From an optimization exercise on the open Yosys and OpenROAD flow, aimed at small area, a short achievable clock period and few clock cycles per item; shortcuts taken in it are not production practice. No functional check of the RTL was part of any run shown here.

==> flow/design.v, too long to show whole: its modules and the start of the top module <==
// module rms_sound_level_meter: 1563 lines
module rms_sound_level_meter #(
   parameter int MAX_BLOCK = 1024
) (
   input  logic                 clock,
   input  logic                 reset,
   input  logic                 req_valid,
   output logic                 req_stall,
   input  logic signed [31:0]   audio_word,
   input  logic                 block_end,
   output logic                 rsp_valid,
   input  logic                 rsp_stall,
   output logic signed [15:0]   level_db,
   output logic                 report_out,
   output logic                 silent,
   input  logic                 csr_we,
   input  logic [1:0]           csr_index,
   input  logic [14:0]          csr_wdata
);
  // ...
==> flow/flow/run.sh <==
#!/bin/bash
# The standard layout (the standard.sh: standard synthesis, then ORFS
# floorplan to finish), with ORFS's repair_timing asked to keep a larger
# setup margin so that it sizes and buffers the critical paths.
set -euo pipefail
MARGIN=$(cat flow/margin.txt)
bash standard.sh SETUP_SLACK_MARGIN=$MARGIN finish > make_finish.log 2>&1
==> flow/flow/margin.txt <==
9.0
==> flow/standard.sh <==
#!/bin/bash
# synth_recipe.tcl (not shown) runs the flow's synth.tcl, then flattens the netlist and writes it again
# the make line also repeats each setting of config.mk as NAME=value (left out here)
make -C /OpenROAD-flow-scripts/flow DESIGN_CONFIG=/design/flow/config.mk WORK_HOME=/design/flow/orfs CLKGATE_MAP_FILE= SYNTH_SCRIPT=/design/flow/synth_recipe.tcl "${@:-finish}"
==> flow/config.mk <==
export PLATFORM = sky130hd
export DESIGN_NAME = rms_sound_level_meter
export DESIGN_NICKNAME = rms_sound_level_meter
export VERILOG_FILES = /design/flow/design.v
export SDC_FILE = /design/flow/constraint.sdc
export NUM_CORES = 4
export LEC_CHECK = 0
export CAP_MARGIN = 20
export CORE_MARGIN = 2
export CORE_UTILIZATION = 40
export SLEW_MARGIN = 20
==> flow/constraint.sdc <==
create_clock -name core_clock -period 13.0 [get_ports {clock}]
set_input_delay 2.6000 -clock core_clock [delete_from_list [all_inputs] [get_ports {clock}]]
set_output_delay 2.6000 -clock core_clock [all_outputs]
set_load 0.01 [all_outputs]
==> run summary, run 1 <==
# TYPE chip_impl_metric gauge
chip_impl_info{name="min-delay-start",value="r1_q$_DFF_P_"} 1
chip_impl_info{name="synth_top_flop_cell",value="sky130_fd_sc_hd__dfxtp_1"} 1
chip_impl_metric{name="drt_iter0_drc",unit=""} 2890
chip_impl_metric{name="final-instance-count-excl-fill",unit=""} 7080
chip_impl_info{name="global_route.peak_usage_layer",value="met2"} 1
chip_impl_info{name="rsz0062_at_grt",value="true"} 1
chip_impl_metric{name="start_util",unit=""} 0.404
chip_impl_metric{name="final_report_max_slew_violation_count",unit=""} 0
chip_impl_metric{name="floorplan.tapcells",unit=""} 1612
chip_impl_metric{name="syn_area_per_cell",unit="sq um"} 9.11
chip_impl_metric{name="tmin_final",unit="ns"} 4.15
chip_impl_metric{name="clock_sinks",unit=""} 494
chip_impl_metric{name="ys_warn_count",unit=""} 1
chip_impl_metric{name="cts.path.max_buffers",unit=""} 3
chip_impl_metric{name="worstSetupPathDepth",unit=""} 15
chip_impl_metric{name="wirelength_met1",unit="mm"} 59.6
chip_impl_metric{name="finish.utilization",unit=""} 0.466
chip_impl_metric{name="combined_area_of_the_multi_input_logic_cells",unit="sq um"} 34600
chip_impl_metric{name="reported_max_cap_violation_count",unit=""} 0
chip_impl_info{name="largest-register",value="u1_q"} 1
chip_impl_metric{name="hold_depth",unit=""} 2
chip_impl_info{name="biggest_registers_after_layout",value="u1_q x59, acc_q x57, u2_q x57"} 1
chip_impl_metric{name="wl_met3",unit="mm"} 9.10
chip_impl_metric{name="vias",unit=""} 37700
chip_impl_metric{name="die_width",unit="microns"} 352
chip_impl_metric{name="period_share",unit=""} 0.319
chip_impl_info{name="worstSetupEndpointType",value="flip-flop"} 1
chip_impl_metric{name="yosysSeqAreaShare",unit=""} 0.227
chip_impl_metric{name="antenna_cells",unit=""} 1
chip_impl_info{name="status",value="complete, no violations"} 1
chip_impl_metric{name="synth_compound_area_frac",unit=""} 0.104
==> run 2: changes to the inputs <==
--- a/flow/design.v
+++ b/flow/design.v
@@ -38,17 +38,17 @@
    logic        pend_q, cap_q, zero_q, r1_q;
    logic [5:0]  b_q;
    logic [29:0] mr_q;
    logic [61:0] u1_q, u2_q;
    logic        br_q;
    logic [5:0]  ls_q, ln_q;
    logic [9:0]  nm_q;
    logic signed [41:0] p_q;
-   logic        h_en_q, h_first_q, h_e_q, h_s_q, h_n_q;
+   logic        h_first_q, h_dbl_q, h_e_q, h_s_q, h_n_q;
    logic        ld_n_q, ld_r_q;
    logic        sil_c_q;
    logic        f1_q;
    logic [14:0] thr_q, ofs_q;
    logic signed [15:0] last_q;
    logic        have_q;
    logic        rsp_valid_q;
    logic signed [15:0] level_q;
@@ -1430,17 +1430,17 @@
       fbit   = q[31];
       m_next = fbit ? q[30:1] : q[29:0];
    end
    logic        op_add, op_sub;
    logic [41:0] h_base, h_op;
    always_comb begin
       op_add = h_e_q ? (ln_q[5] & ~ls_q[5]) : (h_s_q & br_q);
       op_sub = h_e_q ? (ls_q[5] & ~ln_q[5]) : (h_n_q & br_q);
-      h_base = h_first_q ? 42'd0 : (h_n_q ? p_q : {p_q[40:0], 1'b0});
+      h_base = h_first_q ? 42'd0 : (h_dbl_q ? {p_q[40:0], 1'b0} : p_q);
       h_op   = op_add ? KDB : (op_sub ? KDB_NEG : 42'd0);
    end
    logic [18:0]        lv;
    logic signed [15:0] level_new;
    logic               f1_fire;
    assign f1_fire = (b_q == 6'd1) & ~rsp_valid_q;
    always_comb begin
       lv = {p_q[41], p_q[41:24]} + {4'd0, ofs_q} + {18'd0, p_q[23]};
@@ -1497,29 +1497,28 @@
             mr_q <= {nm_q, 20'd0};
          else if (ld_r_q)
             mr_q <= m_next;
          if (h_e_q) begin
             ls_q <= {ls_q[4:0], 1'b0};
             ln_q <= {ln_q[4:0], 1'b0};
          end
       end
-      if (h_en_q)
-         p_q <= h_base + h_op;
+      p_q <= h_base + h_op;       
       if (f1_fire) begin
          level_q  <= level_new;
          silent_q <= sil_c_q;
       end
       if (f1_q)
          report_q <= report;
-      h_en_q    <= (b_next >= B_LAST_STEP);
       h_first_q <= (b_next == B_START);
       h_e_q     <= (b_next >= B_LAST_E);
-      h_s_q     <= (b_next < B_LAST_E) & b_next[0];
-      h_n_q     <= (b_next < B_LAST_E) & ~b_next[0];
+      h_s_q     <= (b_next < B_LAST_E) & (b_next >= B_LAST_STEP) & b_next[0];
+      h_n_q     <= (b_next < B_LAST_E) & (b_next >= B_LAST_STEP) & ~b_next[0];
+      h_dbl_q   <= (b_next >= B_LAST_E) | ((b_next >= B_LAST_STEP) & b_next[0]);
       ld_n_q    <= (b_next == B_LOAD_N);
       ld_r_q    <= (b_next < B_LOAD_N);
       r1_q      <= reset;
       zero_q    <= reset | r1_q | cap_next;
       if (reset) begin
          st_q        <= 1'b0;
          cnt_in_q    <= 11'd0;
          e_s_q       <= 1'b0;
==> flow/flow/run.sh (replaced) <==
#!/bin/bash
# The standard layout (the standard.sh: standard synthesis, then ORFS
# floorplan to finish) with two changes to how it is optimized:
#  - ORFS's repair_timing keeps a larger setup margin (flow/margin.txt), so
#    it sizes and buffers the critical paths;
#  - the port buffers are a plain buffer cell instead of the delay cell the
#    resizer picks by default.
set -euo pipefail
MARGIN=$(cat flow/margin.txt)
bash standard.sh SETUP_SLACK_MARGIN=$MARGIN \
  "BUFFER_PORTS_ARGS=-buffer_cell sky130_fd_sc_hd__buf_4" finish > make_finish.log 2>&1
--- a/flow/config.mk
+++ b/flow/config.mk
@@ -3,9 +3,10 @@
 export DESIGN_NICKNAME = rms_sound_level_meter
 export VERILOG_FILES = /design/flow/design.v
 export SDC_FILE = /design/flow/constraint.sdc
 export NUM_CORES = 4
 export LEC_CHECK = 0
 export CAP_MARGIN = 20
 export CORE_MARGIN = 2
 export CORE_UTILIZATION = 40
+export CTS_CLUSTER_SIZE = 30
 export SLEW_MARGIN = 20
==> run summary, run 2 <==
# TYPE chip_impl_metric gauge
chip_impl_metric{name="worst_slack",unit="ns"} 8.85
chip_impl_metric{name="num_rows",unit=""} 126
chip_impl_metric{name="ys_seq_elements",unit=""} 494
chip_impl_metric{name="period_share",unit=""} 0.320
chip_impl_metric{name="number_of_fill_cells_in_the_layout",unit=""} 11100
chip_impl_metric{name="synth.lib_cells_used.distinct",unit=""} 99
chip_impl_metric{name="grt_first_pass_wirelength",unit="mm"} 208
chip_impl_info{name="tritoncts_clock_tree",value="yes"} 1
chip_impl_metric{name="clock_sinks",unit=""} 494
chip_impl_info{name="startpoint_of_the_worst_register_to_register_path",value="acc_q[49]$_DFF_P_"} 1
chip_impl_metric{name="die_height",unit="microns"} 350
chip_impl_info{name="rsz0062_at_grt",value="true"} 1
chip_impl_metric{name="top_level_ports",unit=""} 75
chip_impl_metric{name="post-synth-top-area-fraction",unit=""} 0.266
chip_impl_metric{name="setup-tns-final",unit="ns"} 0
chip_impl_metric{name="arrival_time_of_the_worst_setup_path",unit="ns"} 4.54
chip_impl_metric{name="synth-edff-count",unit=""} 69
chip_impl_metric{name="reg2reg_slack",unit="ns"} 8.85
chip_impl_info{name="final_common_cell",value="sky130_fd_sc_hd__inv_1"} 1
chip_impl_metric{name="timing_hold_violations_final",unit=""} 0
chip_impl_metric{name="vias",unit=""} 36700
chip_impl_metric{name="maximum_clock_frequency",unit="MHz"} 241
chip_impl_metric{name="cp_data_required_time",unit="ns"} 13.39
chip_impl_metric{name="1st_pass_router_iterations",unit=""} 5
chip_impl_info{name="min-delay-start",value="thr_q[2]$_SDFFE_PP0P_"} 1
chip_impl_info{name="largest-register",value="u1_q"} 1
chip_impl_metric{name="slew_headroom",unit=""} 0.273
chip_impl_metric{name="cts.path.max_buffers",unit=""} 3
chip_impl_metric{name="mappedNetlistArea",unit="sq um"} 47900
chip_impl_metric{name="largest_register_ffs",unit=""} 59
chip_impl_metric{name="clk_pin_slew_worst_paths",unit="ns"} 0.06
chip_impl_metric{name="port_buffers",unit=""} 66
chip_impl_metric{name="antenna_found_initial",unit=""} 0
chip_impl_metric{name="tmin_final",unit="ns"} 4.15
chip_impl_info{name="rr_endpoint",value="mr_q[9]$_DFFE_PP_"} 1
chip_impl_metric{name="pin_count_of_the_biggest_net_entering_global_routing",unit=""} 79
chip_impl_info{name="layout.cells.most_common_list",value="sky130_fd_sc_hd__inv_1 (753), sky130_fd_sc_hd__fa_1 (606), sky130_fd_sc_hd__nand2_1 (438), sky130_fd_sc_hd__dfxtp_1 (395), sky130_fd_sc_hd__and2_1 (392)"} 1
chip_impl_metric{name="grt_util_overall",unit=""} 0.213
chip_impl_info{name="min_delay_worst_endpoint",value="thr_q[2]$_SDFFE_PP0P_"} 1
chip_impl_metric{name="ys_warn_count",unit=""} 1
chip_impl_metric{name="grt_pass1_vias",unit=""} 37800
chip_impl_metric{name="cts_inserted_buffers",unit=""} 59
chip_impl_metric{name="start_util",unit=""} 0.404
chip_impl_metric{name="hold_depth",unit=""} 2
chip_impl_info{name="worst_setup_path_start_kind",value="flip-flop"} 1
chip_impl_metric{name="number_of_cells_traversed_by_the_worst_register_to_register_path",unit=""} 15
chip_impl_metric{name="final_report_max_slew_violation_count",unit=""} 0
chip_impl_metric{name="final_layout_size_suffix_gt1_frac",unit=""} 0.146
chip_impl_metric{name="ant_nets",unit=""} 0
chip_impl_metric{name="gr-total-overflow",unit=""} 0
chip_impl_metric{name="worst-slew-pin-transition",unit="ns"} 1.09
chip_impl_metric{name="area_growth",unit="%"} 17.1
chip_impl_metric{name="drt_iter0_drc",unit=""} 2389
chip_impl_metric{name="ys_async_sr_fraction",unit=""} 0
chip_impl_info{name="status",value="complete, no violations"} 1
chip_impl_metric{name="antenna_cells",unit=""} 0
chip_impl_info{name="hold_path.class",value="reg -> reg"} 1
chip_impl_info{name="root_buffer",value="sky130_fd_sc_hd__clkbuf_16"} 1
chip_impl_info{name="yosys.cell_count.top_type",value="sky130_fd_sc_hd__inv_1"} 1
chip_impl_metric{name="finalSetupViolations",unit=""} 0
chip_impl_info{name="synth_top_flop_cell",value="sky130_fd_sc_hd__dfxtp_1"} 1
chip_impl_info{name="worstSetupEndpointType",value="flip-flop"} 1
chip_impl_info{name="synthTopCellsByCount",value="sky130_fd_sc_hd__inv_1 (774), sky130_fd_sc_hd__fa_1 (636), sky130_fd_sc_hd__nand2_1 (440)"} 1
chip_impl_info{name="yosys-top-cells-area",value="sky130_fd_sc_hd__fa_1 (27%), sky130_fd_sc_hd__dfxtp_1 (18%), sky130_fd_sc_hd__ha_1 (7.5%)"} 1
chip_impl_metric{name="finalNetCount",unit=""} 6321
chip_impl_metric{name="yosysSeqAreaShare",unit=""} 0.221
chip_impl_metric{name="detail_route.vias_per_cell",unit=""} 5.25
chip_impl_info{name="cp_startpoint",value="acc_q[49]$_DFF_P_"} 1
chip_impl_metric{name="final_cell_area",unit="sq um"} 56000
chip_impl_metric{name="ctsHtreeMaxLevel",unit=""} 2
chip_impl_metric{name="post-route-drc-count",unit=""} 0
chip_impl_metric{name="worst_clock_skew",unit="ns"} 0.0411
chip_impl_metric{name="post_dp_cell_area",unit="sq um"} 50000
chip_impl_info{name="biggest_registers_after_layout",value="u1_q x59, acc_q x57, u2_q x57"} 1
chip_impl_metric{name="mappedNetlistNets",unit=""} 6217
chip_impl_metric{name="place.gp.congestion",unit=""} 0.934
chip_impl_metric{name="drt-wirelength-per-cell",unit="microns"} 18.6
chip_impl_metric{name="hold_buffer_count_at_cts",unit=""} 0
chip_impl_metric{name="reported_max_cap_violation_count",unit=""} 0
chip_impl_metric{name="syn_area_per_cell",unit="sq um"} 9.14
chip_impl_metric{name="synthesis.instances",unit=""} 5238
chip_impl_metric{name="core",unit="sq um"} 118000
chip_impl_metric{name="place.detailed.hpwl",unit="mm"} 89.6
chip_impl_metric{name="placement_setup_slack",unit="ns"} 7.70
chip_impl_metric{name="die_width",unit="microns"} 350
chip_impl_metric{name="crit_path_max_fanout",unit=""} 8
chip_impl_metric{name="die_area",unit="sq um"} 122000
chip_impl_info{name="timing.setup.critical_path_class",value="reg -> reg"} 1
chip_impl_metric{name="route.final.wire_length",unit="mm"} 130
chip_impl_info{name="synth_top_area_cell",value="sky130_fd_sc_hd__fa_1"} 1
chip_impl_metric{name="insertion_delay",unit="ns"} 0.69
-- run 2: layer usage --
layer	GRT usage	wire, microns	share of wire	vias to the layer above
li1	-	-	-	17100
met1	0.299	59000	0.45	18400
met2	0.341	59400	0.46	1024
met3	0.0299	8110	0.062	219
met4	0.0601	3630	0.028	0
met5	0	0	0	-
-- run 2: worst max-delay path by stage --
stage               slack (ns)  depth (start not counted)                 end
floorplan                 8.95                         16     p_q[39]$_DFF_P_
global placement          7.75                         14  mr_q[21]$_DFFE_PP_
detailed placement        7.70                         14  mr_q[21]$_DFFE_PP_
CTS                       8.90                         14  mr_q[21]$_DFFE_PP_
global route              8.72                         15   mr_q[9]$_DFFE_PP_
finish                    8.85                         15   mr_q[9]$_DFFE_PP_
-- run 2: area by class of cell --
class	instances	area [sq um]	share of cell area
Inverter	780	3010	0.0538
Clock inverter	31	392	0.00699
Timing Repair Buffer	301	2900	0.0518
Multi-Input combinational cell	3706	35300	0.631
Clock buffer	79	1730	0.0308
Sequential cell	494	10600	0.190
Tap cell	1600	2000	0.0357
-- run 2: kinds of logic (layout without fill, tap and decap cells) --
kind of cell | Yosys count | count (layout) | share of synthesized area
buffers and inverters | 1038 | 1191 | 0.0825
and+or+nand+nor | 1607 | 1607 | 0.165
adders and majority gates | 924 | 924 | 0.341
xor gates and xnor gates | 196 | 196 | 0.0359
muxes | 222 | 222 | 0.0483
DFF | 494 | 494 | 0.221
AOI/OAI and AO/OA | 757 | 757 | 0.105
-- run 2: per-stage QoR --
step,hold slack (ns),utilization,instances
floorplan,0.383,-,5238
global placement,0.444,0.422,6720
detailed placement,0.448,0.422,6720
CTS,0.456,0.458,6924
global route,0.475,0.473,6991
finish,0.454,0.473,6991
-- run 2: worst max-delay path: stages, from the launching register on --
cell and delay, ns:
sky130_fd_sc_hd__dfxtp_2 0.38, sky130_fd_sc_hd__or4_1 0.47, sky130_fd_sc_hd__or4_4 0.45, sky130_fd_sc_hd__nor4_4 0.32
sky130_fd_sc_hd__o211ai_2 0.21, sky130_fd_sc_hd__a31oi_4 0.26, sky130_fd_sc_hd__nor2_4 0.07, sky130_fd_sc_hd__buf_12 0.17
sky130_fd_sc_hd__buf_16 0.16, sky130_fd_sc_hd__mux2i_4 0.24, sky130_fd_sc_hd__a22o_1 0.19, sky130_fd_sc_hd__a221oi_2 0.06
sky130_fd_sc_hd__a222oi_1 0.35, sky130_fd_sc_hd__buf_4 0.19, sky130_fd_sc_hd__o311ai_2 0.17, sky130_fd_sc_hd__o2bb2ai_1 0.19
-- run 2: what timing repair did --
| item | in CTS | in global routing |
|---|---|---|
| cloned | 11 | 4 |
| setup buffers | 83 | 62 |
| setup endpoints to repair | 152 | 116 |
| pin swaps | 29 | 99 |
| resized for setup | 257 | 278 |
==> run 3: changes to the inputs <==
==> flow/flow/margin.txt (replaced) <==
9.4
==> run summary, run 3 <==
# TYPE chip_impl_metric gauge
chip_impl_metric{name="maximum_clock_frequency",unit="MHz"} 245
chip_impl_metric{name="vias",unit=""} 37400
chip_impl_metric{name="drt-wirelength-per-cell",unit="microns"} 18.3
chip_impl_metric{name="antenna_cells",unit=""} 0
chip_impl_metric{name="setup-tns-final",unit="ns"} 0
chip_impl_metric{name="crit_path_max_fanout",unit=""} 9
chip_impl_info{name="synthTopCellsByCount",value="sky130_fd_sc_hd__inv_1 (774), sky130_fd_sc_hd__fa_1 (636), sky130_fd_sc_hd__nand2_1 (440)"} 1
chip_impl_metric{name="largest_register_ffs",unit=""} 59
chip_impl_metric{name="antenna_found_initial",unit=""} 0
chip_impl_info{name="min-delay-start",value="r1_q$_DFF_P_"} 1
chip_impl_metric{name="ant_nets",unit=""} 0
chip_impl_info{name="rr_endpoint",value="mr_q[25]$_DFFE_PP_"} 1
chip_impl_metric{name="top_level_ports",unit=""} 75
chip_impl_metric{name="cp_data_required_time",unit="ns"} 13.42
chip_impl_metric{name="worst_slack",unit="ns"} 8.92
chip_impl_metric{name="period_share",unit=""} 0.314
chip_impl_info{name="tritoncts_clock_tree",value="yes"} 1
chip_impl_metric{name="area_growth",unit="%"} 22.0
chip_impl_metric{name="die_area",unit="sq um"} 122000
chip_impl_info{name="hold_path.class",value="reg -> reg"} 1
chip_impl_metric{name="number_of_fill_cells_in_the_layout",unit=""} 10900
chip_impl_metric{name="arrival_time_of_the_worst_setup_path",unit="ns"} 4.50
chip_impl_info{name="final_common_cell",value="sky130_fd_sc_hd__inv_1"} 1
chip_impl_metric{name="synthesis.instances",unit=""} 5238
chip_impl_metric{name="syn_area_per_cell",unit="sq um"} 9.14
chip_impl_metric{name="place.gp.congestion",unit=""} 0.909
chip_impl_info{name="synth_top_flop_cell",value="sky130_fd_sc_hd__dfxtp_1"} 1
chip_impl_metric{name="yosysSeqAreaShare",unit=""} 0.221
chip_impl_metric{name="ys_seq_elements",unit=""} 494
chip_impl_metric{name="mappedNetlistNets",unit=""} 6217
chip_impl_metric{name="cts_inserted_buffers",unit=""} 61
chip_impl_metric{name="die_height",unit="microns"} 350
chip_impl_metric{name="drt_iter0_drc",unit=""} 2583
chip_impl_metric{name="reg2reg_slack",unit="ns"} 8.92
chip_impl_metric{name="tmin_final",unit="ns"} 4.08
chip_impl_metric{name="final-instance-count-excl-fill",unit=""} 7134
chip_impl_metric{name="worst-slew-pin-transition",unit="ns"} 0.930
chip_impl_metric{name="number_of_cells_traversed_by_the_worst_register_to_register_path",unit=""} 14
chip_impl_metric{name="port_buffers",unit=""} 66
chip_impl_metric{name="ys_warn_count",unit=""} 1
chip_impl_metric{name="post-route-drc-count",unit=""} 0
chip_impl_metric{name="core",unit="sq um"} 118000
chip_impl_metric{name="clock_sinks",unit=""} 494
chip_impl_metric{name="gr-total-overflow",unit=""} 0
chip_impl_metric{name="reported_max_cap_violation_count",unit=""} 0
chip_impl_info{name="status",value="complete, no violations"} 1
chip_impl_metric{name="worst_clock_skew",unit="ns"} 0.0527
chip_impl_metric{name="start_util",unit=""} 0.404
chip_impl_metric{name="final_report_max_slew_violation_count",unit=""} 0
chip_impl_metric{name="finalNetCount",unit=""} 6462
chip_impl_info{name="largest-register",value="u1_q"} 1
chip_impl_info{name="yosys-top-cells-area",value="sky130_fd_sc_hd__fa_1 (27%), sky130_fd_sc_hd__dfxtp_1 (18%), sky130_fd_sc_hd__ha_1 (7.5%)"} 1
chip_impl_info{name="startpoint_of_the_worst_register_to_register_path",value="acc_q[45]$_DFF_P_"} 1
chip_impl_metric{name="finalSetupViolations",unit=""} 0
chip_impl_metric{name="grt_util_overall",unit=""} 0.213
chip_impl_metric{name="die_width",unit="microns"} 350
chip_impl_metric{name="mappedNetlistArea",unit="sq um"} 47900
chip_impl_metric{name="place.detailed.hpwl",unit="mm"} 86.8
chip_impl_info{name="synth_top_area_cell",value="sky130_fd_sc_hd__fa_1"} 1
chip_impl_metric{name="cts.path.max_buffers",unit=""} 3
chip_impl_metric{name="combined_area_of_the_multi_input_logic_cells",unit="sq um"} 36000
chip_impl_info{name="worstSetupEndpointType",value="flip-flop"} 1
chip_impl_info{name="layout.cells.most_common_list",value="sky130_fd_sc_hd__inv_1 (683), sky130_fd_sc_hd__fa_1 (512), sky130_fd_sc_hd__nand2_1 (423), sky130_fd_sc_hd__dfxtp_1 (398), sky130_fd_sc_hd__nor2_1 (378)"} 1
chip_impl_metric{name="route.final.wire_length",unit="mm"} 130
chip_impl_metric{name="ys_async_sr_fraction",unit=""} 0
chip_impl_info{name="biggest_registers_after_layout",value="u1_q x59, acc_q x57, u2_q x57"} 1
chip_impl_metric{name="finish.utilization",unit=""} 0.493
chip_impl_metric{name="placement_setup_slack",unit="ns"} 7.79
chip_impl_info{name="worst_setup_path_start_kind",value="flip-flop"} 1
chip_impl_metric{name="slew_headroom",unit=""} 0.375
chip_impl_metric{name="grt_first_pass_wirelength",unit="mm"} 209
chip_impl_metric{name="ctsHtreeMaxLevel",unit=""} 2
chip_impl_metric{name="timing_hold_violations_final",unit=""} 0
chip_impl_metric{name="grt_pass1_vias",unit=""} 38800
chip_impl_metric{name="detail_route.vias_per_cell",unit=""} 5.24
chip_impl_metric{name="seqCellArea",unit="sq um"} 10600
chip_impl_metric{name="hold_depth",unit=""} 2
chip_impl_metric{name="insertion_delay",unit="ns"} 0.68
chip_impl_metric{name="synth.lib_cells_used.distinct",unit=""} 99
chip_impl_metric{name="num_rows",unit=""} 126
chip_impl_info{name="root_buffer",value="sky130_fd_sc_hd__clkbuf_16"} 1
chip_impl_metric{name="finalHoldWorstSlack",unit="ns"} 0.419
chip_impl_metric{name="synth-edff-count",unit=""} 69
chip_impl_metric{name="pin_count_of_the_biggest_net_entering_global_routing",unit=""} 72
chip_impl_metric{name="placed_cells_incl_taps",unit=""} 6715
chip_impl_info{name="yosys.cell_count.top_type",value="sky130_fd_sc_hd__inv_1"} 1
chip_impl_info{name="min_delay_worst_endpoint",value="zero_q$_DFF_P_"} 1
chip_impl_metric{name="clk_pin_slew_worst_paths",unit="ns"} 0.06
chip_impl_metric{name="1st_pass_router_iterations",unit=""} 6
chip_impl_info{name="timing.setup.critical_path_class",value="reg -> reg"} 1
chip_impl_metric{name="final_layout_size_suffix_gt1_frac",unit=""} 0.208
chip_impl_metric{name="post-synth-top-area-fraction",unit=""} 0.266
chip_impl_info{name="rsz0062_at_grt",value="true"} 1
## run 3: cell counts after synthesis
Identical to the previous run, type by type.
## run 3: what timing repair did
action	CTS	global route
hold buffers	0	0
buffers inserted	191	86
pin swaps	202	181
gates cloned	24	4
setup endpoints to repair	245	219
gates resized for setup	532	294
## run 3: logic make-up (layout without fill, tap and decap cells)
logic type,count (synthesis),in the layout,share of synthesized area
fa+ha+maj,924,924,0.341
simple gates,1607,1608,0.165
xor+xnor,196,196,0.0359
buf+inv,1038,1332,0.0825
mux,222,222,0.0483
flops,494,494,0.221
compound gates,757,758,0.105
## run 3: worst max path at each step
stage / startpoint / end / slack [ns] / cells past startpoint
floorplan: mr_q[27]$_DFFE_PP_ / u2_q[32]$_DFF_P_ / 9.10 / 13
global route: acc_q[45]$_DFF_P_ / mr_q[25]$_DFFE_PP_ / 8.79 / 13
finish: acc_q[45]$_DFF_P_ / mr_q[25]$_DFFE_PP_ / 8.92 / 14
global placement: u1_q[16]$_DFF_P_ / mr_q[21]$_DFFE_PP_ / 7.79 / 14
CTS: acc_q[45]$_DFF_P_ / mr_q[12]$_DFFE_PP_ / 8.87 / 13
detailed placement: u1_q[16]$_DFF_P_ / mr_q[21]$_DFFE_PP_ / 7.79 / 14
## run 3: critical path, cell delays in order, from the launching register on
cell and delay, ns:
sky130_fd_sc_hd__dfxtp_4 0.35, sky130_fd_sc_hd__or4_1 0.51, sky130_fd_sc_hd__or4_4 0.45, sky130_fd_sc_hd__nor4_4 0.23, sky130_fd_sc_hd__o211ai_2 0.17, sky130_fd_sc_hd__a31oi_4 0.27, sky130_fd_sc_hd__nor2_4 0.13, sky130_fd_sc_hd__buf_16 0.21
sky130_fd_sc_hd__mux2i_4 0.26, sky130_fd_sc_hd__a22o_1 0.23, sky130_fd_sc_hd__a221oi_4 0.06, sky130_fd_sc_hd__a222oi_1 0.38, sky130_fd_sc_hd__buf_4 0.19, sky130_fd_sc_hd__a21oi_1 0.06, sky130_fd_sc_hd__or3_1 0.30
## run 3: layout make-up
type | count | area share
clock buffer | 94 | 0.0319
clock inverter | 20 | 0.00351
inverter | 780 | 0.0521
multi-input combinational | 3708 | 0.616
sequential | 494 | 0.182
tap | 1600 | 0.0343
timing repair buffer | 438 | 0.0804
## run 3: per-layer routing
metal,GRT usage,vias to the layer above,part of all wire
met3,0.0331,254,0.057
met2,0.358,1026,0.48
li1,-,17400,-
met5,0,-,0
met1,0.282,18700,0.44
met4,0.0591,0,0.029
## run 3: metrics by stage
stage | instance area [sq um]
after CTS | 56700
after floorplan | 48300
final | 58400
after detailed placement | 50200
after global placement | 50200
after global routing | 58400

-- what the ideal ports hide --
In the flow no input, the clock included, has a driving cell. The finished layouts below were timed again as built, in two steps. Step 1 assumes that a clkbuf_16 drives the clock port and a buf_2 every other input. Step 2 times the ports against the registers' clock, not the clock port: input delays grow and output delays shrink by t, the midpoint of the rising clock arrivals with the driver on. Three values: ideal ports, drivers, drivers and shift; two values: the first two.
| run | t, ns | setup WS [ns] | slew at the worst register clock pin (ns) | worst data-port slew with drivers (ns) | pins driven straight from the clock port |
|---|---|---|---|---|---|
| run 1 | 0.744 | 8.852 / 8.852 / 8.560 | 0.08 / 0.08 | 0.05 | 1 |
| run 2 | 0.729 | 8.846 / 8.846 / 8.586 | 0.08 / 0.08 | 0.06 | 1 |
| run 3 | 0.734 | 8.916 / 8.916 / 8.916 | 0.08 / 0.08 | 0.04 | 1 |
After both steps setup and hold are still met in every run listed. For run 1, which loses most, drivers alone change the setup slack by 0.000 ns; drivers and shift together by -0.292 ns.
